This design comes from an exercise in tuning for small area on the open sky130 flow, not from production work.
Function was checked by simulation only, so behaviour that the tests miss may differ from the original.
Power and IR drop assume default switching activity.

==> module maxpool_2x2_16_channel, before the edit <==
module maxpool_2x2_16_channel #(
  parameter int unsigned IMG_Width  = 16,
  parameter int unsigned IMG_Height = 16,
  parameter int unsigned Datawidth  = 32
) (
  input  logic                     clk,
  input  logic                     rst,
  input  logic                     valid_in,
  input  logic [Datawidth-1:0]     In_0,
  input  logic [Datawidth-1:0]     In_1,
  input  logic [Datawidth-1:0]     In_2,
  input  logic [Datawidth-1:0]     In_3,
  input  logic [Datawidth-1:0]     In_4,
  input  logic [Datawidth-1:0]     In_5,
  input  logic [Datawidth-1:0]     In_6,
  input  logic [Datawidth-1:0]     In_7,
  input  logic [Datawidth-1:0]     In_8,
  input  logic [Datawidth-1:0]     In_9,
  input  logic [Datawidth-1:0]     In_10,
  input  logic [Datawidth-1:0]     In_11,
  input  logic [Datawidth-1:0]     In_12,
  input  logic [Datawidth-1:0]     In_13,
  input  logic [Datawidth-1:0]     In_14,
  input  logic [Datawidth-1:0]     In_15,
  output logic                     valid_out,
  output logic [Datawidth-1:0]     Out_0,
  output logic [Datawidth-1:0]     Out_1,
  output logic [Datawidth-1:0]     Out_2,
  output logic [Datawidth-1:0]     Out_3,
  output logic [Datawidth-1:0]     Out_4,
  output logic [Datawidth-1:0]     Out_5,
  output logic [Datawidth-1:0]     Out_6,
  output logic [Datawidth-1:0]     Out_7,
  output logic [Datawidth-1:0]     Out_8,
  output logic [Datawidth-1:0]     Out_9,
  output logic [Datawidth-1:0]     Out_10,
  output logic [Datawidth-1:0]     Out_11,
  output logic [Datawidth-1:0]     Out_12,
  output logic [Datawidth-1:0]     Out_13,
  output logic [Datawidth-1:0]     Out_14,
  output logic [Datawidth-1:0]     Out_15
);
  localparam int unsigned NCH = 16;
  localparam int unsigned WP  = IMG_Width / 2;
  localparam int unsigned CW  = $clog2(IMG_Width);
  localparam int unsigned VW  = NCH * Datawidth;
  localparam int unsigned SEG  = 11;
  localparam int unsigned NSEG = (Datawidth + SEG - 1) / SEG;
  logic [VW-1:0]  in_s;
  logic [VW-1:0]  acc_q;
  logic [VW-1:0]  lb_q [WP-1];
  logic [NCH-1:0] gt_c, pick_c;
  logic [CW-1:0]  col_q;
  logic           row_q;      
  logic           valid_q;
  logic           even_c, shift_c;
  assign in_s = {In_15, In_14, In_13, In_12, In_11, In_10, In_9, In_8, In_7, In_6, In_5, In_4, In_3, In_2, In_1, In_0};
  assign even_c  = !col_q[0];
  assign shift_c = valid_in && even_c;
  for (genvar ch = 0; ch < NCH; ch++) begin : g_ch
    wire signed [Datawidth-1:0] in_v  = in_s[ch*Datawidth +: Datawidth];
    wire signed [Datawidth-1:0] lb_v  = lb_q[0][ch*Datawidth +: Datawidth];
    wire signed [Datawidth-1:0] acc_v = acc_q[ch*Datawidth +: Datawidth];
    logic [NSEG:0] c_seg;
    assign c_seg[0] = 1'b0;
    for (genvar k = 0; k < NSEG; k++) begin : g_seg
      localparam int unsigned LO = k * SEG;
      localparam int unsigned HI = (k == NSEG - 1) ? Datawidth - 1 : LO + SEG;   
      logic [HI:LO] c0, c1;
      logic         s0, s1;
      assign c0[LO] = 1'b0;
      assign c1[LO] = 1'b1;
      for (genvar i = LO; i < HI; i++) begin : g_bit
        if (k == 0) begin : g_one
          maxpool_cmp_bit u_b (.a(in_v[i]), .l(lb_v[i]), .r(acc_v[i]), .sel(even_c),
                               .ci(c0[i]), .co(c0[i+1]));
          assign c1[i+1] = 1'b0;
        end else begin : g_two
          maxpool_cmp_bit2 u_b (.a(in_v[i]), .l(lb_v[i]), .r(acc_v[i]), .sel(even_c),
                                .ci0(c0[i]), .ci1(c1[i]), .co0(c0[i+1]), .co1(c1[i+1]));
        end
      end
      if (k == NSEG - 1) begin : g_sign
        wire x_top = even_c ? lb_v[Datawidth-1] : acc_v[Datawidth-1];
        wire a_n   = ~in_v[Datawidth-1];
        assign s0 = (a_n & x_top) | (c0[HI] & (a_n | x_top));
        assign s1 = (a_n & x_top) | (c1[HI] & (a_n | x_top));
      end else begin : g_mid
        assign s0 = c0[HI];
        assign s1 = c1[HI];
      end
      if (k == 0) begin : g_first
        assign c_seg[1] = s0;
      end else begin : g_sel
        assign c_seg[k+1] = s0 | (s1 & c_seg[k]);
      end
    end
    assign gt_c[ch] = c_seg[NSEG];
    assign pick_c[ch] = (even_c && !row_q) || gt_c[ch];
    always_ff @(posedge clk) begin
      if (valid_in && (even_c || pick_c[ch])) begin
        acc_q[ch*Datawidth +: Datawidth] <= pick_c[ch] ? in_v : lb_v;
      end
    end
  end
  always_ff @(posedge clk) begin
    if (shift_c) begin
      for (int i = 0; i < WP - 2; i++) lb_q[i] <= lb_q[i+1];
      lb_q[WP-2] <= acc_q;
    end
  end
  always_ff @(posedge clk or negedge rst) begin
    if (!rst) begin
      col_q   <= '0;
      row_q   <= 1'b0;
      valid_q <= 1'b0;
    end else begin
      valid_q <= valid_in && row_q && col_q[0];
      if (valid_in) begin
        col_q <= col_q + CW'(1);
        if (col_q == CW'(IMG_Width - 1)) row_q <= !row_q;
      end
    end
  end
  assign valid_out = valid_q;
  assign Out_0 = acc_q[0*Datawidth +: Datawidth];
  assign Out_1 = acc_q[1*Datawidth +: Datawidth];
  assign Out_2 = acc_q[2*Datawidth +: Datawidth];
  assign Out_3 = acc_q[3*Datawidth +: Datawidth];
  assign Out_4 = acc_q[4*Datawidth +: Datawidth];
  assign Out_5 = acc_q[5*Datawidth +: Datawidth];
  assign Out_6 = acc_q[6*Datawidth +: Datawidth];
  assign Out_7 = acc_q[7*Datawidth +: Datawidth];
  assign Out_8 = acc_q[8*Datawidth +: Datawidth];
  assign Out_9 = acc_q[9*Datawidth +: Datawidth];
  assign Out_10 = acc_q[10*Datawidth +: Datawidth];
  assign Out_11 = acc_q[11*Datawidth +: Datawidth];
  assign Out_12 = acc_q[12*Datawidth +: Datawidth];
  assign Out_13 = acc_q[13*Datawidth +: Datawidth];
  assign Out_14 = acc_q[14*Datawidth +: Datawidth];
  assign Out_15 = acc_q[15*Datawidth +: Datawidth];
endmodule
clock: 8.0 ns
lec_check: 0
cap_margin: 20
core_margin: 2
core_utilization: 70
cts_cluster_diameter: 120
cts_cluster_size: 24
place_density: 0.8
slew_margin: 20
synth_hierarchical: 1
standard.sh (not shown) runs the stock make flow with config.mk's settings and CLKGATE_MAP_FILE= SYNTH_SCRIPT=/design/flow/synth_recipe.tcl, a recipe that flattens the netlist after the stock synthesis.
==> flow/flow/run.sh <==
#!/bin/bash
# Standard ORFS layout (the standard.sh, unchanged synthesis) with two placement/CTS options:
# port buffers use the smallest buffer cell, and CTS inserts no dummy loads.
set -o pipefail
cp standard.sh standard_sh_copy.log
export BUFFER_PORTS_ARGS="-buffer_cell sky130_fd_sc_hd__buf_1"
export CTS_ARGS="-sink_clustering_enable -repair_clock_nets -dont_use_dummy_load -sink_clustering_size 24 -sink_clustering_max_diameter 120"
bash standard.sh > standard.log 2>&1
Next try:
--- a/flow/design.v
+++ b/flow/design.v
@@ -52,9 +52,9 @@
   logic [NCH-1:0] gt_c, pick_c;
   logic [CW-1:0]  col_q;
   logic           row_q;      
   logic           valid_q;
-  logic           even_c, shift_c;
+  logic           even_c, shift_c, hold_c;
   assign in_s = {In_15, In_14, In_13, In_12, In_11, In_10, In_9, In_8, In_7, In_6, In_5, In_4, In_3, In_2, In_1, In_0};
   assign even_c  = !col_q[0];
   assign shift_c = valid_in && even_c;
   for (genvar ch = 0; ch < NCH; ch++) begin : g_ch
@@ -96,19 +96,30 @@
       end
     end
     assign gt_c[ch] = c_seg[NSEG];
     assign pick_c[ch] = (even_c && !row_q) || gt_c[ch];
+    wire take_in = valid_in && pick_c[ch];
+    wire take_lb = valid_in && even_c && !pick_c[ch];
+    wire keep    = !valid_in || (!even_c && !pick_c[ch]);
+    logic [Datawidth-1:0] acc_d;
+    for (genvar i = 0; i < Datawidth; i++) begin : g_acc
+      maxpool_sel3_bit u_s (.a(in_v[i]), .b(lb_v[i]), .q(acc_v[i]),
+                            .sa(take_in), .sb(take_lb), .sq(keep), .y(acc_d[i]));
+    end
     always_ff @(posedge clk) begin
-      if (valid_in && (even_c || pick_c[ch])) begin
-        acc_q[ch*Datawidth +: Datawidth] <= pick_c[ch] ? in_v : lb_v;
-      end
+      acc_q[ch*Datawidth +: Datawidth] <= acc_d;
+    end
+  end
+  logic [VW-1:0] lb_d [WP-1];
+  assign hold_c = !(valid_in && even_c);
+  for (genvar k = 0; k < WP - 1; k++) begin : g_lb
+    for (genvar i = 0; i < VW; i++) begin : g_bit
+      maxpool_hold_bit u_h (.n((k == WP - 2) ? acc_q[i] : lb_q[k+1][i]), .q(lb_q[k][i]),
+                            .s(shift_c), .h(hold_c), .y(lb_d[k][i]));
     end
   end
   always_ff @(posedge clk) begin
-    if (shift_c) begin
-      for (int i = 0; i < WP - 2; i++) lb_q[i] <= lb_q[i+1];
-      lb_q[WP-2] <= acc_q;
-    end
+    for (int k = 0; k < WP - 1; k++) lb_q[k] <= lb_d[k];
   end
   always_ff @(posedge clk or negedge rst) begin
     if (!rst) begin
       col_q   <= '0;
@@ -154,4 +165,16 @@
   wire xn = ~(sel ? l : r);
   assign co0 = (a & xn) | (ci0 & (a | xn));
   assign co1 = (a & xn) | (ci1 & (a | xn));
 endmodule
+module maxpool_hold_bit (
+  input  logic n, q, s, h,
+  output logic y
+);
+  assign y = (s & n) | (h & q);
+endmodule
+module maxpool_sel3_bit (
+  input  logic a, b, q, sa, sb, sq,
+  output logic y
+);
+  assign y = (sa & a) | (sb & b) | (sq & q);
+endmodule
Result: Critical path depth goes down by 1; count of clock-buffer cells in the layout stays the same; total power goes up by a quarter to a third; utilization goes up by 0.48 points; wire length goes up by about a fifth; worst hold slack is better by 76 ps; worst setup slack is better by 140 ps; clock skew goes down by 31 ps; sequential power goes up by roughly a tenth; combinational power goes up by well over a third; register-to-register slack is better by 140 ps.

==> afterwards: timing with drivers on the ports <==
No port has a modelled driver above. Below, the same layouts with a new extraction and two added sets of constraints.
Step 1, drivers: a clkbuf_16 drives clk and a buf_2 each remaining input, both assumed.
Step 2 moves the port delays by t, midway between the first and last clock arrival at a register: inputs arrive t later, outputs are due t later. That takes back most of the time a late clock gives input paths.
Three values: ideal ports, drivers, drivers and shift; two values: the first two.
| run | t, ns | slack for setup (ns) | worst hold slack (ns) | latest minus earliest clock arrival (ns) |
|---|---|---|---|---|
| the first run | 0.921 | 1.067 / 1.067 / 0.641 | 0.379 / 0.379 / 0.379 | 0.085 / 0.084 |
| the second run | 0.941 | 1.209 / 1.209 / 0.711 | 0.454 / 0.454 / 0.454 | 0.054 / 0.055 |
After both steps every run listed still meets setup and hold. For the second run, which loses most, drivers alone change the setup slack by 0.000 ns; drivers and shift together by -0.498 ns.
